Background: an optimization exercise with open tools, aiming at small area, a short achievable clock period and few clock cycles per item. Do not read the settings as production practice.
Function was checked by simulation only, so behaviour that the tests miss may differ from the original.
No activity file was given, so power comes from the tool's default toggle rates.

$ cat design/flow/design.v
module board_dropsim_seq #(
    parameter int ROWS  = 20,
    parameter int COLS  = 10,
    parameter int ROW_W = 5,
    parameter int COL_W = 4
) (
    input  logic                 clk,
    input  logic                 rst_n,
    input  logic                 req_valid,
    output logic                 req_ready,
    input  logic [15:0]          req_piece,
    input  logic [COL_W-1:0]     req_col,
    input  logic [ROWS*COLS-1:0] req_board,
    output logic                 rsp_valid,
    input  logic                 rsp_ready,
    output logic                 rsp_ok,
    output logic [ROWS*COLS-1:0] rsp_board,
    output logic [ROW_W-1:0]     rsp_land_row,
    output logic [2:0]           rsp_lines
);
    localparam int BW = ROWS * COLS;
    logic [(1<<COL_W)-1:0]     dc;       
    logic [3:0]                pc;       
    logic [3:0]                pz;       
    logic [3:0][COLS-1:0]      s;        
    logic                      oob;
    logic [ROWS-1:0]           coll;     
    logic [ROWS-1:0]           lnd;      
    logic                      ok;
    logic [ROW_W-1:0]          land;
    logic [BW-1:0]             placed;
    always_comb begin
        for (int v = 0; v < (1 << COL_W); v++) dc[v] = (req_col == COL_W'(v));
        for (int i = 0; i < 4; i++) begin
            pc[i] = req_piece[i] | req_piece[4+i] | req_piece[8+i] | req_piece[12+i];
            pz[i] = |req_piece[4*i +: 4];
        end
        for (int k = 0; k < 4; k++) begin
            for (int j = 0; j < COLS; j++) begin
                s[k][j] = 1'b0;
                for (int i = 0; i < 4; i++)
                    if (j - i >= 0) s[k][j] = s[k][j] | (req_piece[4*k+i] & dc[j-i]);
            end
        end
        oob = 1'b0;
        for (int i = 0; i < 4; i++)
            for (int v = 0; v < (1 << COL_W); v++)
                if (v + i >= COLS) oob = oob | (pc[i] & dc[v]);
        for (int y = 0; y < ROWS; y++) begin
            coll[y] = 1'b0;
            for (int k = 0; k < 4; k++) begin
                if (y + k >= ROWS) coll[y] = coll[y] | pz[k];
                else coll[y] = coll[y] | (|(s[k] & req_board[(y+k)*COLS +: COLS]));
            end
        end
        ok = (|pz) & ~oob & ~coll[0];
        for (int y = 0; y < ROWS; y++) begin
            lnd[y] = ok & ((y == ROWS - 1) ? 1'b1 : coll[y+1]);
            for (int z = 1; z <= y; z++) lnd[y] = lnd[y] & ~coll[z];
        end
        land = '0;
        for (int y = 0; y < ROWS; y++)
            if (lnd[y]) land = land | ROW_W'(y);
        for (int r = 0; r < ROWS; r++) begin
            placed[r*COLS +: COLS] = req_board[r*COLS +: COLS];
            for (int k = 0; k < 4; k++)
                if (r - k >= 0)
                    placed[r*COLS +: COLS] = placed[r*COLS +: COLS] | ({COLS{lnd[r-k]}} & s[k]);
        end
    end
    logic             valid_q;
    logic             ok_q;
    logic [BW-1:0]    board_q;
    logic [ROW_W-1:0] land_q;
    logic [2:0]       lines_q;
    logic [ROWS-1:0]  full;
    logic [ROWS-1:0]  suf;      
    logic             clr;
    always_comb begin
        for (int r = 0; r < ROWS; r++) full[r] = &board_q[r*COLS +: COLS];
        suf[ROWS-1] = full[ROWS-1];
        for (int r = ROWS - 2; r >= 0; r--) suf[r] = suf[r+1] | full[r];
        clr       = ok_q & suf[0];
        rsp_valid = valid_q & ~clr;
        req_ready = ~valid_q | (rsp_valid & rsp_ready);
    end
    always_ff @(posedge clk or negedge rst_n) begin
        if (!rst_n) valid_q <= 1'b0;
        else if (req_ready) valid_q <= req_valid;
    end
    always_ff @(posedge clk) begin
        if (req_ready) begin
            board_q <= placed;
            ok_q    <= ok;
            land_q  <= land;
            lines_q <= '0;
        end else if (clr) begin
            for (int r = 0; r < ROWS; r++)
                if (suf[r])
                    board_q[r*COLS +: COLS] <= (r == 0) ? '0 : board_q[(r-1)*COLS +: COLS];
            lines_q <= lines_q + 3'd1;
        end
    end
    assign rsp_ok       = ok_q;
    assign rsp_board    = board_q;
    assign rsp_land_row = land_q;
    assign rsp_lines    = lines_q;
endmodule
$ cat design/flow/run.sh
#!/bin/bash
# synth_recipe.tcl (not shown) runs the flow's synth.tcl, then flattens the netlist and writes it again
# the make line also repeats each setting of config.mk as NAME=value (left out here)
make -C /OpenROAD-flow-scripts/flow DESIGN_CONFIG=/design/flow/config.mk WORK_HOME=/design/flow/orfs CLKGATE_MAP_FILE= SYNTH_SCRIPT=/design/flow/synth_recipe.tcl finish
$ cat design/flow/config.mk
export PLATFORM = sky130hd
export DESIGN_NAME = board_dropsim_seq
export DESIGN_NICKNAME = board_dropsim_seq
export VERILOG_FILES = /design/flow/design.v
export SDC_FILE = /design/flow/constraint.sdc
export NUM_CORES = 4
export LEC_CHECK = 0
export CAP_MARGIN = 20
export CORE_MARGIN = 2
export CORE_UTILIZATION = 30
export SLEW_MARGIN = 20
$ cat design/flow/constraint.sdc
create_clock -name core_clock -period 12.0 [get_ports {clk}]
set_input_delay 2.4000 -clock core_clock [delete_from_list [all_inputs] [get_ports {clk}]]
set_output_delay 2.4000 -clock core_clock [all_outputs]
set_load 0.01 [all_outputs]
==> results of run 1 <==
==> power by group <==
part | internal, uW | switching, uW | total [uW]
Combinational | 384 | 715 | 1100
Clock | 416 | 355 | 771
Sequential | 919 | 97.2 | 1020
==> sequential cells by signal (all words and copies together), names as in the netlist <==
name     cells
board_q    200
land_q       5
lines_q      3
ok_q         1
valid_q      1
==> cells by family after synthesis <==
| group | count (synthesis) |
|---|---|
| flip-flops | 210 |
| XOR/XNOR | 2 |
| multiplexers | 21 |
| AND/OR/NAND/NOR | 985 |
| adder cells (fa/ha/maj) | 1 |
| AO/OA/AOI/OAI | 1106 |
| buffers and inverters | 348 |
==> final timing paths <==
kind,endpoint,slack (ns),depth (start not counted)
worst max-delay path,board_q[187]$_DFFE_PP_,3.06,14
worst min-delay path,lines_q[1]$_SDFFE_PN0P_,0.49,2
worst max register to register,board_q[140]$_DFFE_PP_,6.63,15
worst min register to register,lines_q[1]$_SDFFE_PN0P_,0.49,2
max in group asynchronous,valid_q$_DFFE_PN0N_,9.95,1
min in group asynchronous,valid_q$_DFFE_PN0N_,1.95,1
==> per-stage QoR <==
step	utilization	hold slack, ns	cells
2_1_floorplan	-	0.496	2673
3_3_place_gp	0.379	0.464	3783
3_5_place_dp	0.381	0.483	3788
4_1_cts	0.392	0.491	3835
5_1_grt	0.393	0.514	3837
6_report	0.393	0.486	3841
==> worst max-delay path, stage by stage <==
cell	delay [ns]
clkdlybuf4s50_1	1.07
buf_4	0.42
nor4_2	0.10
and2_1	0.18
buf_4	0.31
a2111oi_0	0.97
nand4_1	0.14
or4_1	0.61
nor3_1	0.49
nand4b_1	0.76
nor4_4	0.53
buf_12	0.55
nand4_1	0.43
a31oi_1	0.29
==> area by class of cell <==
class | instances | area share
diodes | 4 | 0.000372
clock inverters | 16 | 0.00409
well taps | 882 | 0.0410
flip-flops and latches | 210 | 0.233
repair buffers | 549 | 0.196
multi-input cells | 2115 | 0.495
clock buffers | 31 | 0.0249
inverters | 34 | 0.00502
==> synth_stat cells, types with 19 or more instances <==
| cell type | number | share of area |
|---|---|---|
| nor2_1 | 275 | 0.050 |
| clkbuf_1 | 258 | 0.047 |
| edfxtp_1 | 206 | 0.30 |
| a21oi_1 | 203 | 0.049 |
| a22oi_1 | 196 | 0.071 |
| nand2_1 | 181 | 0.033 |
| o21ai_0 | 136 | 0.033 |
| nand4_1 | 114 | 0.034 |
| nand3_1 | 111 | 0.027 |
| and3_1 | 94 | 0.028 |
| o22ai_1 | 64 | 0.019 |
| a31oi_1 | 62 | 0.019 |
| a211oi_1 | 56 | 0.020 |
| nor4_1 | 50 | 0.015 |
| a221oi_1 | 37 | 0.016 |
| nor3_1 | 36 | 0.0087 |
| a222oi_1 | 34 | 0.016 |
| a22o_1 | 34 | 0.014 |
| inv_1 | 34 | 0.0062 |
| o221ai_1 | 33 | 0.014 |
| o22a_1 | 33 | 0.014 |
| a2111oi_0 | 27 | 0.011 |
| buf_2 | 25 | 0.0060 |
| o211ai_1 | 25 | 0.0091 |
| a221o_1 | 21 | 0.010 |
| buf_1 | 21 | 0.0038 |
| o2111ai_1 | 21 | 0.0089 |
| nand3b_1 | 19 | 0.0069 |
==> metal layers <==
layer / share of wire / wire, um / track usage / vias up
met2: 0.40 / 67200 / 0.646 / 3173
li1: - / - / - / 11306
met3: 0.16 / 26000 / 0.165 / 880
met4: 0.089 / 14900 / 0.313 / 12
met5: 0.00069 / 115 / 0 / -
met1: 0.35 / 59500 / 0.560 / 14217
==> flow_summary.ini, run 1 <==
[route]
ant_nets = 0
drtPass1Iterations = 12
totalWireLength_um = 168000
via_per_inst = 7.70
wl_per_cell_um = 43.6
drc_errors = 0
routed-via-count = 29588
drtIter0Drc = 6103

[floorplan]
rows = 96
die-area_um2 = 71100
fp.dieH_um = 267
io_pins = 435
start_util = 0.302
fp.dieW_um = 267
coreArea_um2 = 68500

[global_route]
grt_pass1_wl_um = 226000
antenna_found_initial = 8
grt_max_degree = 144
grt-ovfl-total = 0
grt_use_total = 0.451
grt_pass1_vias = 27897

[final_layout]
finish.instance_area_um2 = 26900
nFillCells = 6974
nNetsFinal = 3161
syn_to_final_growth_pct = 29.9
regArea_um2 = 6270
drive_above_1_share = 0.0805
layout_common_cells = 434 x clkdlybuf4s50_1, 264 x nor2_1, 206 x edfxtp_1, 195 x a22oi_1, 194 x a21oi_1
layout_commonest_cell = clkdlybuf4s50_1
multi_input_area_um2 = 13300

[timing]
slew_viol_final = 0
layout_setup_ws_ns = 3.06
fin_crit_sh = 0.745
rsz0062_at_grt = no
finClkSkew_ns = 0.0425
setup-tns-final_ns = 0
hold_viol = 0
slew_headroom = 0.164
worst_pin_slew_ns = 1.25
min_period_ns = 8.94
finalSetupViolations = 0
max_clock_freq_mhz = 112

[worst_setup_path]
worstPathArrival_ns = 9.38
crit_fanout = 143
critPathCaptureType = flop
crit_type = in2reg
r2r-start = board_q[157]$_DFFE_PP_
crit_path_start_kind = input port
crit_path_start = req_col[0]
cp_data_required_time_ns = 12.44

[clocking]
cts_resized = 0
htreeDepth = 1
ctsHoldBuffers = 0
cts_tree = yes
post_cts_buffers = 0
insertion_delay_ns = 0.62
cts_root_buf = clkbuf_16
numCtsBuffers = 26
clk_pin_slew_ns = 0.06
clockBufferDepth = 3
clock-sinks = 210

[yosys]
syn_inst = 2673
synth_xor_area_frac = 0.000846
syn_area_um2 = 20700
synth-seq-cells = 210
ys_seq_area_frac = 0.303
synth_area_per_cell_um2 = 7.75
synth_fa_ha_area_frac = 0.000604
synth-edff-count = 206
synth-simple-area-share = 0.241
synthMuxAreaShare = 0.0108
synth-compound-area-share = 0.377
synth_top_family_by_area = compound AO/OA/AOI/OAI gates
async_flop_share = 0.00476
yosysUniqueCellTypes = 78
ys_warn_count = 1
synthesis.nets = 2898
ys.flop_type = edfxtp_1

[power]
cellPowerDensity_nw_per_um2 = 107
finalPower_uw = 2890
p_leak_uw = 0.00872
ir_worst_vdd_mv = 0.0979

[flow_run]
cap_violations = 0

[min_path]
hold_path_class = reg2reg
min_from = lines_q[1]$_SDFFE_PN0P_

[place]
io_buffers = 434
place.gp.congestion = 1.03
hpwl_um = 113000
placed_area_um2 = 26100
place_ws_ns = 2.76

[status]
outcome = finished clean
Testbench counts, summed over its fixed seeds: cycles 2,020, items 2,000.
==> run 2: changes to the inputs <==
==> design/flow/flow/run.sh (new file) <==
#!/bin/bash
# Standard ORFS layout, with timing repair aimed below the clock period and
# port buffers from a fast buffer cell. Tool output goes to logs in this folder.
set -euo pipefail
export SETUP_SLACK_MARGIN=${MARGIN:-6}
export BUFFER_PORTS_ARGS="-buffer_cell sky130_fd_sc_hd__buf_1"
bash standard.sh > orfs_flow.log 2>&1
==> design/flow/standard.sh (new file) <==
#!/bin/bash
# synth_recipe.tcl (not shown) runs the flow's synth.tcl, then flattens the netlist and writes it again
# the make line also repeats each setting of config.mk as NAME=value (left out here)
make -C /OpenROAD-flow-scripts/flow DESIGN_CONFIG=/design/flow/config.mk WORK_HOME=/design/flow/orfs CLKGATE_MAP_FILE= SYNTH_SCRIPT=/design/flow/synth_recipe.tcl "${@:-finish}"
--- a/design/flow/config.mk
+++ b/design/flow/config.mk
@@ -9,3 +9,4 @@
 export CORE_MARGIN = 2
 export CORE_UTILIZATION = 30
+export CTS_BUF_LIST = sky130_fd_sc_hd__clkbuf_4 sky130_fd_sc_hd__clkbuf_8
 export SLEW_MARGIN = 20
removed: design/flow/run.sh
==> flow_summary.ini, run 2 <==
[clocking]
clk_pin_slew_ns = 0.06
cts_tree = yes
clock-sinks = 210
numCtsBuffers = 39
insertion_delay_ns = 0.63
htreeDepth = 2
cts_root_buf = clkbuf_8
clockBufferDepth = 3

[floorplan]
coreArea_um2 = 68500
rows = 96
fp.dieH_um = 267
die-area_um2 = 71100
io_pins = 435
fp.dieW_um = 267
start_util = 0.302

[power]
clockPowerShare = 0.261
combPwrFrac = 0.366
ir_worst_vdd_mv = 0.0852
swShare = 0.428
cellPowerDensity_nw_per_um2 = 107
p_leak_uw = 0.00803
p_seq_frac = 0.374
internal_power_uw = 1550
finalPower_uw = 2720
p_sw_uw = 1170

[worst_setup_path]
worstPathArrival_ns = 6.42
cp_data_required_time_ns = 12.35
critPathCaptureType = flop
crit_fanout = 32
crit_type = in2reg
crit_path_start_kind = input port

[final_layout]
regMostFlops = board_q
layout_commonest_cell = buf_1
largest_reg_flops = 200
drive_above_1_share = 0.126
reg_top3 = board_q (200), land_q (5), lines_q (3)
layout_common_cells = 428 x buf_1, 261 x nor2_1, 206 x edfxtp_1, 195 x a22oi_1, 193 x a21oi_1
nNetsFinal = 3214
syn_to_final_growth_pct = 22.5

[global_route]
grt_use_total = 0.429
grt_pass1_wl_um = 216000
antenna_found_initial = 27
grt_pass1_vias = 27435
met1_usage = 0.500
grt_max_degree = 145
use_met2 = 0.589
grt-ovfl-total = 0
busiest_layer = met2
gr-usage-met3 = 0.239

[yosys]
ys_seq_area_frac = 0.303
ys_warn_count = 1
synth-seq-cells = 210
synth-edff-count = 206
ys_top_cells_by_count = 275 x nor2_1, 258 x clkbuf_1, 206 x edfxtp_1
synth_area_per_cell_um2 = 7.75
synthTopCellsByArea = edfxtp_1 30%, a22oi_1 7.1%, nor2_1 5.0%, a21oi_1 4.9%, clkbuf_1 4.7%
synthesis.nets = 2898
syn_area_um2 = 20700
synth_largest_area_cell = edfxtp_1
yosysUniqueCellTypes = 78
synth_top_area_share = 0.299
async_flop_share = 0.00476
syn_inst = 2673
ys.flop_type = edfxtp_1
synth_most_common_cell = nor2_1

[place]
hpwl_um = 107000
place.gp.congestion = 1.04
io_buffers = 434

[timing]
finClkSkew_ns = 0.0326
worst_pin_slew_ns = 1.36
fin_crit_sh = 0.506
rsz0062_at_grt = yes
finalSetupViolations = 0
min_period_ns = 6.07
setup-tns-final_ns = 0
max_clock_freq_mhz = 165
slew_headroom = 0.0946
hold_viol = 0
slew_viol_final = 0

[route]
via_per_inst = 7.66
ant_nets = 0
drc_errors = 0
totalWireLength_um = 160000
drtPass1Iterations = 14
drtIter0Drc = 7430
routed-via-count = 30064
wl_per_cell_um = 40.8

[flow_run]
cap_violations = 0

[min_path]
hold_path_class = reg2reg

[status]
outcome = finished clean
run 2: cell counts after synthesis:
No cell type changed its count.
run 2: through the flow:
stage / instances / cell area [um^2] / hold WS (ns) / util / setup slack (ns)
4_1_cts: 3873 / 24700 / 0.479 / 0.361 / 5.96
6_report: 3926 / 25400 / 0.490 / 0.371 / 5.93
3_5_place_dp: 3785 / 23300 / 0.470 / 0.341 / 3.57
5_1_grt: 3906 / 25300 / 0.534 / 0.370 / 5.92
3_3_place_gp: 3783 / 23300 / 0.471 / 0.340 / 3.66
2_1_floorplan: 2673 / 20800 / 0.496 / - / 5.98
run 2: logic make-up after synthesis:
group | synth area share
multiplexers | 0.0108
buffers and inverters | 0.0667
adder cells (fa/ha/maj) | 0.000604
AND/OR/NAND/NOR | 0.241
flip-flops | 0.303
XOR/XNOR | 0.000846
AO/OA/AOI/OAI | 0.377
run 2: cell type report:
type                            count  area [um^2]
Timing Repair inverter              1         8.76
Fill cell                        7279        43100
Timing Repair Buffer              585         3130
Antenna cell                       28         70.1
Inverter                           34          154
Multi-Input combinational cell   2118        13900
Clock inverter                     16          103
Sequential cell                   210         6270
Tap cell                          882         1100
Clock buffer                       52          634
run 2: path summary, 6_finish.rpt:
check	startpoint	end	depth (start not counted)	slack, ns
worst max-delay path	req_col[3]	board_q[83]$_DFFE_PP_	14	5.93
worst min-delay path	lines_q[1]$_SDFFE_PN0P_	lines_q[1]$_SDFFE_PN0P_	2	0.49
worst max register to register	board_q[178]$_DFFE_PP_	board_q[141]$_DFFE_PP_	15	7.59
worst min register to register	lines_q[1]$_SDFFE_PN0P_	lines_q[1]$_SDFFE_PN0P_	2	0.49
max in group asynchronous	rst_n	valid_q$_DFFE_PN0N_	1	10.36
min in group asynchronous	rst_n	valid_q$_DFFE_PN0N_	1	1.54
run 2: timing repair:
| item | in CTS | in global routing |
|---|---|---|
| endpoints found under the setup margin | 206 | 171 |
| gates cloned | 5 | 3 |
| hold buffers | 0 | 0 |
| setup buffers | 15 | 20 |
| resized for setup | 114 | 74 |
| pin swaps | 10 | 13 |
| hold endpoints to repair | 0 | 0 |
run 2: power by group through the flow:
stage,Combinational (uW),Sequential [uW],Clock [uW]
after floorplan,411,1020,0
after global placement,863,1030,0
after detailed placement,861,1030,0
after CTS,890,1010,704
after global routing,995,1020,729
final,994,1020,709
run 2: critical path: stages:
cell      delay (ns)
clkbuf_4        0.16
buf_12          0.16
nor3_1          0.63
a32o_1          0.21
buf_4           0.60
a22oi_1         0.21
nand4_1         0.16
nor4_2          0.07
nand4_1         0.20
and4b_1         0.34
and3_1          0.21
buf_4           0.27
a211oi_1        0.60
a21oi_1         0.16
run 2: routing by layer:
metal / vias to the layer above / wire length, um / share of wire
met2: 3398 / 61600 / 0.38
met5: - / 316 / 0.0020
met1: 14042 / 52800 / 0.33
li1: 11463 / - / -
met3: 1145 / 29500 / 0.18
met4: 16 / 15800 / 0.099
==> run 3: changes to the inputs <==
--- a/design/flow/config.mk
+++ b/design/flow/config.mk
@@ -7,4 +7,6 @@
 export LEC_CHECK = 0
 export CAP_MARGIN = 20
+export CELL_PAD_IN_SITES_DETAIL_PLACEMENT = 1
+export CELL_PAD_IN_SITES_GLOBAL_PLACEMENT = 2
 export CORE_MARGIN = 2
 export CORE_UTILIZATION = 30
==> flow_summary.ini, run 3 <==
[worst_setup_path]
crit_path_start_kind = input port
crit_type = in2reg
worst_path_max_delay_cell = a221oi_1
cp_data_required_time_ns = 12.39
worstPathArrival_ns = 6.50
crit_chain = clkbuf_2 -> buf_12 -> nor4_2 -> bufbuf_16 -> and2_2 -> a2111oi_1 -> buf_4 -> nand4_1 -> nor4_1 -> nand2_1 -> nand2_1 -> buf_4 -> nor4_1 -> a221oi_1 -> a31oi_1
r2r_cells = 15
crit_path_max_incr_delay_ns = 0.69
crit_fanout = 48
critPathCaptureType = flop

[final_layout]
reg_top3 = board_q (200), land_q (5), lines_q (3)
largest_reg_flops = 200
nNetsFinal = 3247
nFillCells = 8337
syn_to_final_growth_pct = 26.1
drive_above_1_share = 0.152
utilization = 0.381
layout_commonest_cell = buf_1
regMostFlops = board_q
layout_common_cells = 428 x buf_1, 257 x nor2_1, 206 x edfxtp_1, 195 x a22oi_1, 190 x a21oi_1

[route]
ant_nets = 0
drtPass1Iterations = 8
drtIter0Drc = 5318
via_per_inst = 7.67
wl_per_cell_um = 46.3
drc_errors = 0
routed-via-count = 30233
totalWireLength_um = 183000

[floorplan]
io_pins = 435
fp.dieW_um = 267
die-area_um2 = 71100
fp.dieH_um = 267
start_util = 0.302
rows = 96
coreArea_um2 = 68500

[clocking]
cts_root_buf = clkbuf_8
clk_pin_slew_ns = 0.06
htreeDepth = 2
numCtsBuffers = 43
clockBufferDepth = 3
clock-sinks = 210
cts_tree = yes
insertion_delay_ns = 0.68

[timing]
hold_viol = 0
worst_pin_slew_ns = 1.24
finClkSkew_ns = 0.0428
slew_viol_final = 0
max_clock_freq_mhz = 164
setup-tns-final_ns = 0
fin_crit_sh = 0.509
min_period_ns = 6.11
rsz0062_at_grt = no
slew_headroom = 0.174
finalSetupViolations = 0

[min_path]
hold_path_class = reg2reg
min_path_cells = 2

[yosys]
synth_largest_area_cell = edfxtp_1
async_flop_share = 0.00476
synth-seq-cells = 210
ys_warn_count = 1
ys_seq_area_frac = 0.303
synth_top_area_share = 0.299
synth-edff-count = 206
synth_most_common_cell = nor2_1
yosysUniqueCellTypes = 78
syn_area_um2 = 20700
ys.flop_type = edfxtp_1
synthesis.nets = 2898
synthTopCellsByArea = edfxtp_1 30%, a22oi_1 7.1%, nor2_1 5.0%, a21oi_1 4.9%, clkbuf_1 4.7%
ys_top_cells_by_count = 275 x nor2_1, 258 x clkbuf_1, 206 x edfxtp_1
syn_inst = 2673
synth_area_per_cell_um2 = 7.75

[global_route]
grt_pass1_vias = 29239
grt_pass1_wl_um = 243000
grt_max_degree = 160
grt_use_total = 0.491
antenna_found_initial = 12
grt-ovfl-total = 0

[place]
io_buffers = 434
hpwl_um = 120000
place.gp.congestion = 0.972

[power]
p_leak_uw = 0.00844
cellPowerDensity_nw_per_um2 = 111
finalPower_uw = 2900
ir_worst_vdd_mv = 0.0721

[status]
outcome = finished clean

[flow_run]
cap_violations = 0
[run 3: changes by cell type in the layout (fill, tap and decap cells not counted), moves of 5 or more]
cell / before / now
a2111oi_2: 7 / 12
nor2_2: 6 / 12
clkbuf_4: 14 / 25
diode_2: 28 / 4
clkinv_1: 10 / 3
a2111oi_0: 10 / 5
a2111oi_1: 8 / 3
buf_6: 9 / 26
a2111oi_4: 2 / 7
a221oi_2: 1 / 6
a221oi_1: 36 / 30
[run 3: power breakdown]
part           internal (uW)  switching (uW)  total [uW]
clock network            444             385         829
logic                    281             775        1060
registers                919            94.2        1010
total                   1640            1250        2900
[run 3: metrics by stage]
step / cell area, um^2 / setup WS (ns) / hold WS (ns) / cells
floorplan: 20800 / 5.98 / 0.496 / 2673
global placement: 23400 / 3.57 / 0.462 / 3792
detailed placement: 23400 / 3.49 / 0.478 / 3794
CTS: 25400 / 6.00 / 0.486 / 3914
global route: 26100 / 6.00 / 0.515 / 3940
finish: 26100 / 5.89 / 0.482 / 3941
[run 3: what timing repair did]
item                                    in CTS  in global routing
pin swaps                                   21                 17
resized for setup                          146                 97
buffers inserted                            34                 15
hold buffers                                 0                  0
cloned                                       8                  7
endpoints found under the setup margin     206                179
[run 3: kinds of logic after synthesis]
| logic type | share of synthesized area |
|---|---|
| adders and majority gates | 0.000604 |
| AOI/OAI and AO/OA | 0.377 |
| DFF | 0.303 |
| muxes | 0.0108 |
| xor gates and xnor gates | 0.000846 |
| and+or+nand+nor | 0.241 |
| buffers and inverters | 0.0667 |
[run 3: layer usage]
layer	up-vias	global-route usage	wire, um
li1	11507	-	-
met1	15029	0.592	64700
met2	2796	0.712	74700
met3	895	0.174	25100
met4	6	0.377	18000
met5	-	0	41
[run 3: path summary, 6_finish.rpt]
| kind | from | end | slack (ns) |
|---|---|---|---|
| worst min-delay path | lines_q[1]$_SDFFE_PN0P_ | lines_q[1]$_SDFFE_PN0P_ | 0.48 |
| worst min register to register | lines_q[1]$_SDFFE_PN0P_ | lines_q[1]$_SDFFE_PN0P_ | 0.48 |
| max in group asynchronous | rst_n | valid_q$_DFFE_PN0N_ | 10.41 |
| worst max-delay path | req_col[3] | board_q[142]$_DFFE_PP_ | 5.89 |
| min in group asynchronous | rst_n | valid_q$_DFFE_PN0N_ | 1.50 |
| worst max register to register | board_q[181]$_DFFE_PP_ | board_q[151]$_DFFE_PP_ | 7.00 |
[run 3: final cells by class]
cell class,instances,area [um^2],area share
timing repair buffer,611,3460,0.132
sequential,210,6270,0.240
timing repair inverter,1,8.76,0.000335
clock buffer,69,793,0.0304
clock inverter,9,90.1,0.00345
antenna,4,10.0,0.000383
multi-input combinational,2121,14200,0.545
inverter,34,154,0.00589
tap,882,1100,0.0423
[run 3: critical path, delay by kind of cell]
kind            cells  cell delay, ns
compound gates      3            1.35
simple gates        7            1.42
buf+inv             5            1.27
==> run 4: changes to the inputs <==
--- a/design/flow/config.mk
+++ b/design/flow/config.mk
@@ -11,4 +11,3 @@
 export CORE_MARGIN = 2
 export CORE_UTILIZATION = 30
-export CTS_BUF_LIST = sky130_fd_sc_hd__clkbuf_4 sky130_fd_sc_hd__clkbuf_8
 export SLEW_MARGIN = 20
==> flow_summary.ini, run 4 <==
[global_route]
antenna_found_initial = 13
grt_max_degree = 160
grt_pass1_vias = 28877
grt_use_total = 0.490
gr-usage-met3 = 0.171
met1_usage = 0.592
use_met2 = 0.707
grt-ovfl-total = 0
busiest_layer = met2
grt_pass1_wl_um = 243000

[yosys]
synth_area_per_cell_um2 = 7.75
synth_largest_area_cell = edfxtp_1
synthTopCellsByArea = edfxtp_1 30%, a22oi_1 7.1%, nor2_1 5.0%, a21oi_1 4.9%, clkbuf_1 4.7%
synth_top_area_share = 0.299
ys_top_cells_by_count = 275 x nor2_1, 258 x clkbuf_1, 206 x edfxtp_1
ys_warn_count = 1
syn_inst = 2673
synthesis.nets = 2898
ys.flop_type = edfxtp_1
syn_area_um2 = 20700
ys_seq_area_frac = 0.303
synth-edff-count = 206
async_flop_share = 0.00476
yosysUniqueCellTypes = 78
synth_most_common_cell = nor2_1
synth-seq-cells = 210

[place]
placed_area_um2 = 23400
io_buffers = 434
place.gp.congestion = 0.972
hpwl_um = 120000
place_ws_ns = 3.49
dpl.cell_count = 3794

[route]
drtPass1Iterations = 9
ant_nets = 0
totalWireLength_um = 184000
routed-via-count = 30238
via_per_inst = 7.70
drc_errors = 0
drtIter0Drc = 5104
wl_per_cell_um = 47.0

[floorplan]
die-area_um2 = 71100
fp.dieW_um = 267
io_pins = 435
rows = 96
fp.dieH_um = 267
coreArea_um2 = 68500
start_util = 0.302

[timing]
min_period_ns = 6.15
rsz0062_at_grt = yes
setup-tns-final_ns = 0
layout_setup_ws_ns = 5.85
slew_headroom = 0.195
fin_crit_sh = 0.512
slew_viol_final = 0
finalSetupViolations = 0
worst_pin_slew_ns = 1.21
max_clock_freq_mhz = 163
hold_viol = 0
hold_ws_ns = 0.484
finClkSkew_ns = 0.0262

[min_path]
hold_path_class = reg2reg

[worst_setup_path]
critPathCaptureType = flop
worstPathArrival_ns = 6.59
crit_type = in2reg
crit_fanout = 16
cp_data_required_time_ns = 12.44
crit_path_start_kind = input port

[final_layout]
reg_top3 = board_q (200), land_q (5), lines_q (3)
finish.instance_area_um2 = 26200
stdcell_count = 3926
layout_commonest_cell = buf_1
nNetsFinal = 3236
drive_above_1_share = 0.142
syn_to_final_growth_pct = 26.6
layout_common_cells = 428 x buf_1, 258 x nor2_1, 206 x edfxtp_1, 194 x a22oi_1, 189 x a21oi_1
regMostFlops = board_q
largest_reg_flops = 200

[clocking]
ctsHoldBuffers = 0
clockBufferDepth = 3
htreeDepth = 1
numCtsBuffers = 28
clk_pin_slew_ns = 0.06
insertion_delay_ns = 0.62
cts_root_buf = clkbuf_16
clock-sinks = 210
cts_tree = yes

[power]
p_leak_uw = 0.00843
cellPowerDensity_nw_per_um2 = 111
ir_worst_vdd_mv = 0.116

[flow_run]
cap_violations = 0

[status]
outcome = finished clean
==> run 4: changes by cell type in the layout (fill, tap and decap cells not counted), moves of 4 or more <==
cell | previous run | this run
clkbuf_8 | 44 | 0
clkbuf_16 | 6 | 37
clkbuf_4 | 25 | 0
diode_2 | 4 | 12
clkbuf_1 | 0 | 7
clkinv_1 | 3 | 8
buf_6 | 26 | 22
==> run 4: metal layers <==
layer,part of all wire,up-vias
li1,-,11514
met1,0.36,15058
met2,0.41,2761
met3,0.13,899
met4,0.10,6
met5,0.00020,-
==> run 4: worst max-delay path: stages <==
cell and delay (ns):
buf_2 0.14, buf_12 0.16, and4b_1 0.28, a22o_1 0.49, or2_4 0.46, a222oi_1 0.30
nand4_1 0.17, or4_4 0.52, or3_4 0.41, buf_4 0.19, buf_4 0.16, nor4b_4 0.26
buf_12 0.18, buf_12 0.13, nand4_1 0.09, a31oi_1 0.22
==> run 4: final timing paths <==
kind	startpoint	endpoint	slack [ns]	cells past startpoint
min	lines_q[1]$_SDFFE_PN0P_	lines_q[1]$_SDFFE_PN0P_	0.48	2
min in group asynchronous	rst_n	valid_q$_DFFE_PN0N_	1.55	1
max reg2reg	board_q[170]$_DFFE_PP_	board_q[178]$_DFFE_PP_	6.93	15
min reg2reg	lines_q[1]$_SDFFE_PN0P_	lines_q[1]$_SDFFE_PN0P_	0.48	2
max in group asynchronous	rst_n	valid_q$_DFFE_PN0N_	10.36	1
max	req_col[3]	board_q[170]$_DFFE_PP_	5.85	16
==> run 4: what timing repair did <==
action | 4_1_cts | 5_1_grt
pin swaps | 21 | 24
buffers inserted | 30 | 17
setup endpoints to repair | 206 | 179
gates resized for setup | 165 | 89
cloned | 8 | 13
==> run 4: cell families (layout without fill, tap and decap cells) <==
kind of cell	after synthesis	in the layout	share of synthesized area
other	0	12	0
buffers and inverters	348	701	0.0667
muxes	21	21	0.0108
adders and majority gates	1	1	0.000604
and+or+nand+nor	985	991	0.241
xor gates and xnor gates	2	2	0.000846
AOI/OAI and AO/OA	1106	1106	0.377
DFF	210	210	0.303
==> run 4: cell type report <==
type	count	area, um^2
Fill cell	8309	42200
Multi-Input combinational cell	2121	14300
Sequential cell	210	6270
Timing Repair Buffer	615	3560
Tap cell	882	1100
Clock buffer	35	727
Inverter	34	154
Clock inverter	16	114
Antenna cell	12	30.0
Timing Repair inverter	1	8.76
==> run 4: metrics by stage <==
stage / total power (uW) / utilization
floorplan: 1440 / -
global placement: 1940 / 0.342
detailed placement: 1950 / 0.342
CTS: 2800 / 0.371
global route: 2940 / 0.383
finish: 2900 / 0.383
==> run 4: report_power, final <==
part	switching [uW]	total, uW	internal, uW
Sequential	93.8	1010	919
Combinational	779	1060	285
Clock	374	821	448
Total	1250	2900	1650
==> run 5: changes to the inputs <==
==> design/flow/flow/run.sh (replaced) <==
#!/bin/bash
# Standard ORFS layout, with timing repair aimed below the clock period and
# port buffers from a fast buffer cell. Tool output goes to logs in this folder.
set -euo pipefail
export SETUP_SLACK_MARGIN=${MARGIN:-6.25}
export BUFFER_PORTS_ARGS="-buffer_cell sky130_fd_sc_hd__buf_1"
bash standard.sh > orfs_flow.log 2>&1
--- a/design/flow/config.mk
+++ b/design/flow/config.mk
@@ -7,7 +7,6 @@
 export LEC_CHECK = 0
 export CAP_MARGIN = 20
-export CELL_PAD_IN_SITES_DETAIL_PLACEMENT = 1
-export CELL_PAD_IN_SITES_GLOBAL_PLACEMENT = 2
 export CORE_MARGIN = 2
 export CORE_UTILIZATION = 30
+export CTS_BUF_LIST = sky130_fd_sc_hd__clkbuf_4 sky130_fd_sc_hd__clkbuf_8
 export SLEW_MARGIN = 20
==> flow_summary.ini, run 5 <==
[place]
io_buffers = 434
placed_area_um2 = 23500
place.gp.congestion = 1.01
hpwl_um = 110000

[final_layout]
reg_top3 = board_q (200), land_q (5), lines_q (3)
regArea_um2 = 6270
nFillCells = 7256
syn_to_final_growth_pct = 31.6
multi_input_area_um2 = 14400
largest_reg_flops = 200
nNetsFinal = 3324
layout_common_cells = 421 x buf_1, 258 x nor2_1, 206 x edfxtp_1, 190 x a22oi_1, 185 x a21oi_1
layout_commonest_cell = buf_1
finish.instance_area_um2 = 27200
drive_above_1_share = 0.184
regMostFlops = board_q

[global_route]
grt_pass1_wl_um = 225000
antenna_found_initial = 8
grt-ovfl-total = 0
grt_use_total = 0.449
grt_pass1_vias = 28158
grt_max_degree = 145

[yosys]
synthTopCellsByArea = edfxtp_1 30%, a22oi_1 7.1%, nor2_1 5.0%, a21oi_1 4.9%, clkbuf_1 4.7%
syn_inst = 2673
synth_largest_area_cell = edfxtp_1
ys_seq_area_frac = 0.303
synth-edff-count = 206
ys_warn_count = 1
synth_area_per_cell_um2 = 7.75
synth_most_common_cell = nor2_1
synthesis.nets = 2898
yosysUniqueCellTypes = 78
ys_top_cells_by_count = 275 x nor2_1, 258 x clkbuf_1, 206 x edfxtp_1
syn_area_um2 = 20700
synth_top_area_share = 0.299
ys.flop_type = edfxtp_1
synth-seq-cells = 210
async_flop_share = 0.00476

[floorplan]
die-area_um2 = 71100
io_pins = 435
coreArea_um2 = 68500
fp.dieH_um = 267
rows = 96
start_util = 0.302
fp.dieW_um = 267

[clocking]
insertion_delay_ns = 0.67
numCtsBuffers = 40
clockBufferDepth = 3
clock-sinks = 210
ctsHoldBuffers = 0
clk_pin_slew_ns = 0.06
htreeDepth = 2
cts_root_buf = clkbuf_8
cts_tree = yes

[power]
clockPowerShare = 0.276
internal_power_uw = 1670
swShare = 0.428
finalPower_uw = 2920
combPwrFrac = 0.377
p_seq_frac = 0.346
p_sw_uw = 1250
cellPowerDensity_nw_per_um2 = 107
p_leak_uw = 0.00896
ir_worst_vdd_mv = 0.0781

[worst_setup_path]
crit_fanout = 31
ff2ff_setup_slack_ns = 6.79
cp_data_required_time_ns = 12.32
crit_path_max_incr_delay_ns = 0.58
path_buf_inv = 5
cp.depth = 15
cp_common_cell = buf_4
crit_path_start_kind = input port
worst_path_max_delay_cell = or4_4
crit_chain = buf_12 -> buf_16 -> mux2i_4 -> o22ai_2 -> buf_6 -> a22oi_1 -> nand4_1 -> or4_4 -> nor3_4 -> buf_4 -> nor4b_2 -> buf_4 -> a221oi_1 -> o221a_2 -> a21oi_1
cp_top_family = compound AO/OA/AOI/OAI gates
worstPathArrival_ns = 6.16
r2r_cells = 15
critPathCaptureType = flop
crit_type = in2reg

[route]
drtIter0Drc = 6537
totalWireLength_um = 168000
routed-via-count = 30829
wl_per_cell_um = 41.8
ant_nets = 0
via_per_inst = 7.66
drtPass1Iterations = 13
drc_errors = 0

[timing]
hold_ws_ns = 0.496
fin_crit_sh = 0.486
finalSetupViolations = 0
slew_headroom = 0.121
slew_viol_final = 0
max_clock_freq_mhz = 171
finClkSkew_ns = 0.0398
worst_pin_slew_ns = 1.32
hold_viol = 0
min_period_ns = 5.83
setup-tns-final_ns = 0
rsz0062_at_grt = yes

[flow_run]
cap_violations = 0

[min_path]
min_path_cells = 2
hold_path_class = reg2reg

[status]
outcome = finished clean
[run 5: changes by cell type in the layout (fill, tap and decap cells not counted), sizes merged, moves of 2 or more]
cell	delta
buf	+74
clkbuf	+15
clkinv	+4
bufbuf	+2
diode	-2
inv	+2
[run 5: metal layers]
layer | track usage | routed length, um
met1 | 0.530 | 57000
met2 | 0.624 | 64900
met3 | 0.225 | 29200
met4 | 0.324 | 17100
met5 | 0 | 176
[run 5: layout make-up]
cell class / count / share of cell area
flip-flops and latches: 210 / 0.230
repair inverters: 1 / 0.000230
repair buffers: 691 / 0.164
well taps: 882 / 0.0405
diodes: 10 / 0.000918
clock buffers: 50 / 0.0236
clock inverters: 24 / 0.00771
multi-input cells: 2121 / 0.527
inverters: 34 / 0.00496
[run 5: per-stage QoR]
stage / utilization / worst slack, ns / std cells
2_1_floorplan: - / 6.10 / 2673
6_report: 0.398 / 6.17 / 4023
3_5_place_dp: 0.343 / 3.33 / 3791
3_3_place_gp: 0.343 / 3.40 / 3791
4_1_cts: 0.385 / 6.20 / 3967
5_1_grt: 0.398 / 6.22 / 4015
[run 5: repair_timing]
action,CTS,global route
gates cloned,19,7
setup buffers,83,38
gates resized for setup,219,96
hold endpoints to repair,0,0
pin swaps,36,42
endpoints found under the setup margin,207,176
[run 5: power groups by stage]
stage                     clock, uW  sequential (uW)  combinational, uW
after floorplan                   0             1020                423
after global placement            0             1020                884
after detailed placement          0             1020                879
after CTS                       797             1010                981
after global routing            827             1020               1100
final                           807             1010               1100
[run 5: logic make-up after synthesis]
kind of cell,Yosys count,share of synthesized area
adder cells (fa/ha/maj),1,0.000604
multiplexers,21,0.0108
AO/OA/AOI/OAI,1106,0.377
flip-flops,210,0.303
AND/OR/NAND/NOR,985,0.241
buffers and inverters,348,0.0667
XOR/XNOR,2,0.000846
[run 5: tightest hold or removal path: cells and delay by family (launching register included)]
| family | cells | cell delay, ns |
|---|---|---|
| AND/OR/NAND/NOR | 1 | 0.06 |
| flip-flops | 1 | 0.33 |
| AO/OA/AOI/OAI | 1 | 0.05 |
[run 5: final timing paths]
kind	end	from
min in group asynchronous	valid_q$_DFFE_PN0N_	rst_n
worst min register to register	lines_q[1]$_SDFFE_PN0P_	lines_q[1]$_SDFFE_PN0P_
max in group asynchronous	valid_q$_DFFE_PN0N_	rst_n
worst max-delay path	board_q[40]$_DFFE_PP_	req_col[0]
worst min-delay path	lines_q[1]$_SDFFE_PN0P_	lines_q[1]$_SDFFE_PN0P_
worst max register to register	board_q[21]$_DFFE_PP_	board_q[170]$_DFFE_PP_
==> run 6: changes to the inputs <==
==> design/flow/flow/run.sh (replaced) <==
#!/bin/bash
# Standard ORFS layout, with timing repair aimed below the clock period and
# port buffers from a fast buffer cell. Tool output goes to logs in this folder.
set -euo pipefail
export SETUP_SLACK_MARGIN=${MARGIN:-5.75}
export BUFFER_PORTS_ARGS="-buffer_cell sky130_fd_sc_hd__buf_1"
bash standard.sh > orfs_flow.log 2>&1
==> flow_summary.ini, run 6 <==
[timing]
worst_pin_slew_ns = 1.38
hold_viol = 0
fin_crit_sh = 0.523
min_period_ns = 6.27
hold_ws_ns = 0.486
setup-tns-final_ns = 0
finalSetupViolations = 0
slew_headroom = 0.0800
layout_setup_ws_ns = 5.73
max_clock_freq_mhz = 159
slew_viol_final = 0
rsz0062_at_grt = no
finClkSkew_ns = 0.0719

[worst_setup_path]
crit_fanout = 31
cp_data_required_time_ns = 12.50
critPathCaptureType = flop
worstPathArrival_ns = 6.77
crit_path_start_kind = input port
crit_type = in2reg

[route]
drtIter0Drc = 7181
via_per_inst = 7.70
drtPass1Iterations = 13
totalWireLength_um = 164000
drc_errors = 0
wl_per_cell_um = 42.0
routed-via-count = 30174
ant_nets = 0

[final_layout]
layout_common_cells = 430 x buf_1, 259 x nor2_1, 206 x edfxtp_1, 196 x a22oi_1, 193 x a21oi_1
utilization = 0.368
nNetsFinal = 3216
drive_above_1_share = 0.124
largest_reg_flops = 200
regMostFlops = board_q
reg_top3 = board_q (200), land_q (5), lines_q (3)
layout_commonest_cell = buf_1
finish.instance_area_um2 = 25200
syn_to_final_growth_pct = 21.8
nFillCells = 7383

[yosys]
ys_warn_count = 1
syn_inst = 2673
async_flop_share = 0.00476
synth-seq-cells = 210
synth_area_per_cell_um2 = 7.75
synthesis.nets = 2898
synth_most_common_cell = nor2_1
synthTopCellsByArea = edfxtp_1 30%, a22oi_1 7.1%, nor2_1 5.0%, a21oi_1 4.9%, clkbuf_1 4.7%
yosysUniqueCellTypes = 78
ys.flop_type = edfxtp_1
ys_top_cells_by_count = 275 x nor2_1, 258 x clkbuf_1, 206 x edfxtp_1
synth_top_area_share = 0.299
ys_seq_area_frac = 0.303
synth-edff-count = 206
synth_largest_area_cell = edfxtp_1
syn_area_um2 = 20700

[clocking]
cts_tree = yes
cts_root_buf = clkbuf_8
clock-sinks = 210
clockBufferDepth = 3
insertion_delay_ns = 0.68
htreeDepth = 2
numCtsBuffers = 41
clk_pin_slew_ns = 0.06

[floorplan]
die-area_um2 = 71100
rows = 96
fp.dieW_um = 267
fp.dieH_um = 267
start_util = 0.302
io_pins = 435
coreArea_um2 = 68500

[global_route]
antenna_found_initial = 22
grt_use_total = 0.439
grt-ovfl-total = 0
grt_max_degree = 195
grt_pass1_vias = 27790
grt_pass1_wl_um = 221000

[place]
placed_area_um2 = 23300
place.gp.congestion = 1.05
hpwl_um = 109000
place_ws_ns = 3.49
io_buffers = 434

[flow_run]
cap_violations = 0

[status]
outcome = finished clean

[min_path]
hold_path_class = reg2reg

[power]
p_leak_uw = 0.00796
ir_worst_vdd_mv = 0.0733
cellPowerDensity_nw_per_um2 = 111
[run 6: cell type report]
cell class                 count  area (um^2)  share of cell area
clock inverter                24          176             0.00700
multi-input combinational   2117        13800               0.547
antenna                       16         40.0             0.00159
timing repair buffer         586         3050               0.121
clock buffer                  49          631              0.0250
timing repair inverter         1         8.76            0.000347
inverter                      34          144             0.00571
tap                          882         1100              0.0438
sequential                   210         6270               0.249
[run 6: power breakdown]
| part | total (uW) | switching (uW) | internal (uW) |
|---|---|---|---|
| clock | 777 | 382 | 395 |
| sequential | 1020 | 96.6 | 919 |
| combinational | 1000 | 736 | 264 |
| total | 2790 | 1210 | 1580 |
[run 6: what timing repair did]
item	CTS	global route
pin swaps	9	11
buffers inserted	12	19
hold buffers	0	0
cloned	6	3
endpoints found under the setup margin	206	183
gates resized for setup	75	78
hold endpoints to repair	0	0
[run 6: final timing paths]
| kind | slack, ns | start | endpoint | cells after the start |
|---|---|---|---|---|
| hold / removal | 0.49 | lines_q[1]$_SDFFE_PN0P_ | lines_q[1]$_SDFFE_PN0P_ | 2 |
| min in group asynchronous | 1.52 | rst_n | valid_q$_DFFE_PN0N_ | 1 |
| hold reg to reg | 0.49 | lines_q[1]$_SDFFE_PN0P_ | lines_q[1]$_SDFFE_PN0P_ | 2 |
| setup reg to reg | 7.19 | board_q[140]$_DFFE_PP_ | board_q[141]$_DFFE_PP_ | 14 |
| setup / recovery | 5.73 | req_col[3] | board_q[53]$_DFFE_PP_ | 15 |
| max in group asynchronous | 10.39 | rst_n | valid_q$_DFFE_PN0N_ | 1 |
[run 6: metal layers]
metal | vias up | track usage | part of all wire
met5 | - | 0.0333 | 0.0041
met4 | 37 | 0.314 | 0.093
met3 | 1064 | 0.226 | 0.18
met2 | 3389 | 0.602 | 0.39
met1 | 14230 | 0.520 | 0.34
li1 | 11454 | - | -
[run 6: cell families after synthesis]
kind of cell    Yosys count  synth area share
xor+xnor                  2          0.000846
simple gates            985             0.241
buf+inv                 348            0.0667
fa+ha+maj                 1          0.000604
flops                   210             0.303
mux                      21            0.0108
compound gates         1106             0.377
[run 6: through the flow]
stage | std cells | total power (uW)
after detailed placement | 3788 | 1900
after global placement | 3785 | 1900
after CTS | 3879 | 2670
after floorplan | 2673 | 1430
final | 3919 | 2790
after global routing | 3907 | 2810
[run 6: critical path: stages]
cell      delay, ns
buf_1          0.10
buf_8          0.25
nand2b_1       0.31
a21oi_1        0.10
buf_4          0.22
or2_2          0.53
buf_4          0.36
a22oi_1        0.26
and4_1         0.24
nand4_1        0.23
inv_1          0.19
and4b_1        0.39
nand2_2        0.42
o21ai_0        0.46
o32a_1         0.24

## separate check: timing with driven ports
In the flow no input, the clock included, has a driving cell. The finished layouts below were timed again as built, in two steps. Step 1 sets driving cells, clkbuf_16 on the clock port and buf_2 on the other inputs (assumed; they add their load-dependent delay and slew). Step 2, shift: input delay + t, output delay - t, t = (earliest + latest rising clock arrival at the registers) / 2. This alone moves slack from input paths to output paths. Three values: no drivers, after step 1, after step 2; two values: the first two.
run	t (ns)	setup WS [ns]	worst setup path after step 2
run 1	0.669	3.065 / 3.105 / 2.436	input to register
run 2	0.677	5.933 / 5.964 / 5.287	input to register
run 3	0.722	5.894 / 5.933 / 5.210	input to register
run 4	0.670	5.852 / 5.887 / 5.217	input to register
run 5	0.716	6.167 / 6.161 / 5.445	input to register
run 6	0.706	5.727 / 5.744 / 5.038	input to register
After both steps setup and hold are still met in every run listed. The setup slack of run 5, which loses most, moves by -0.006 ns with the drivers and by -0.722 ns with both steps.
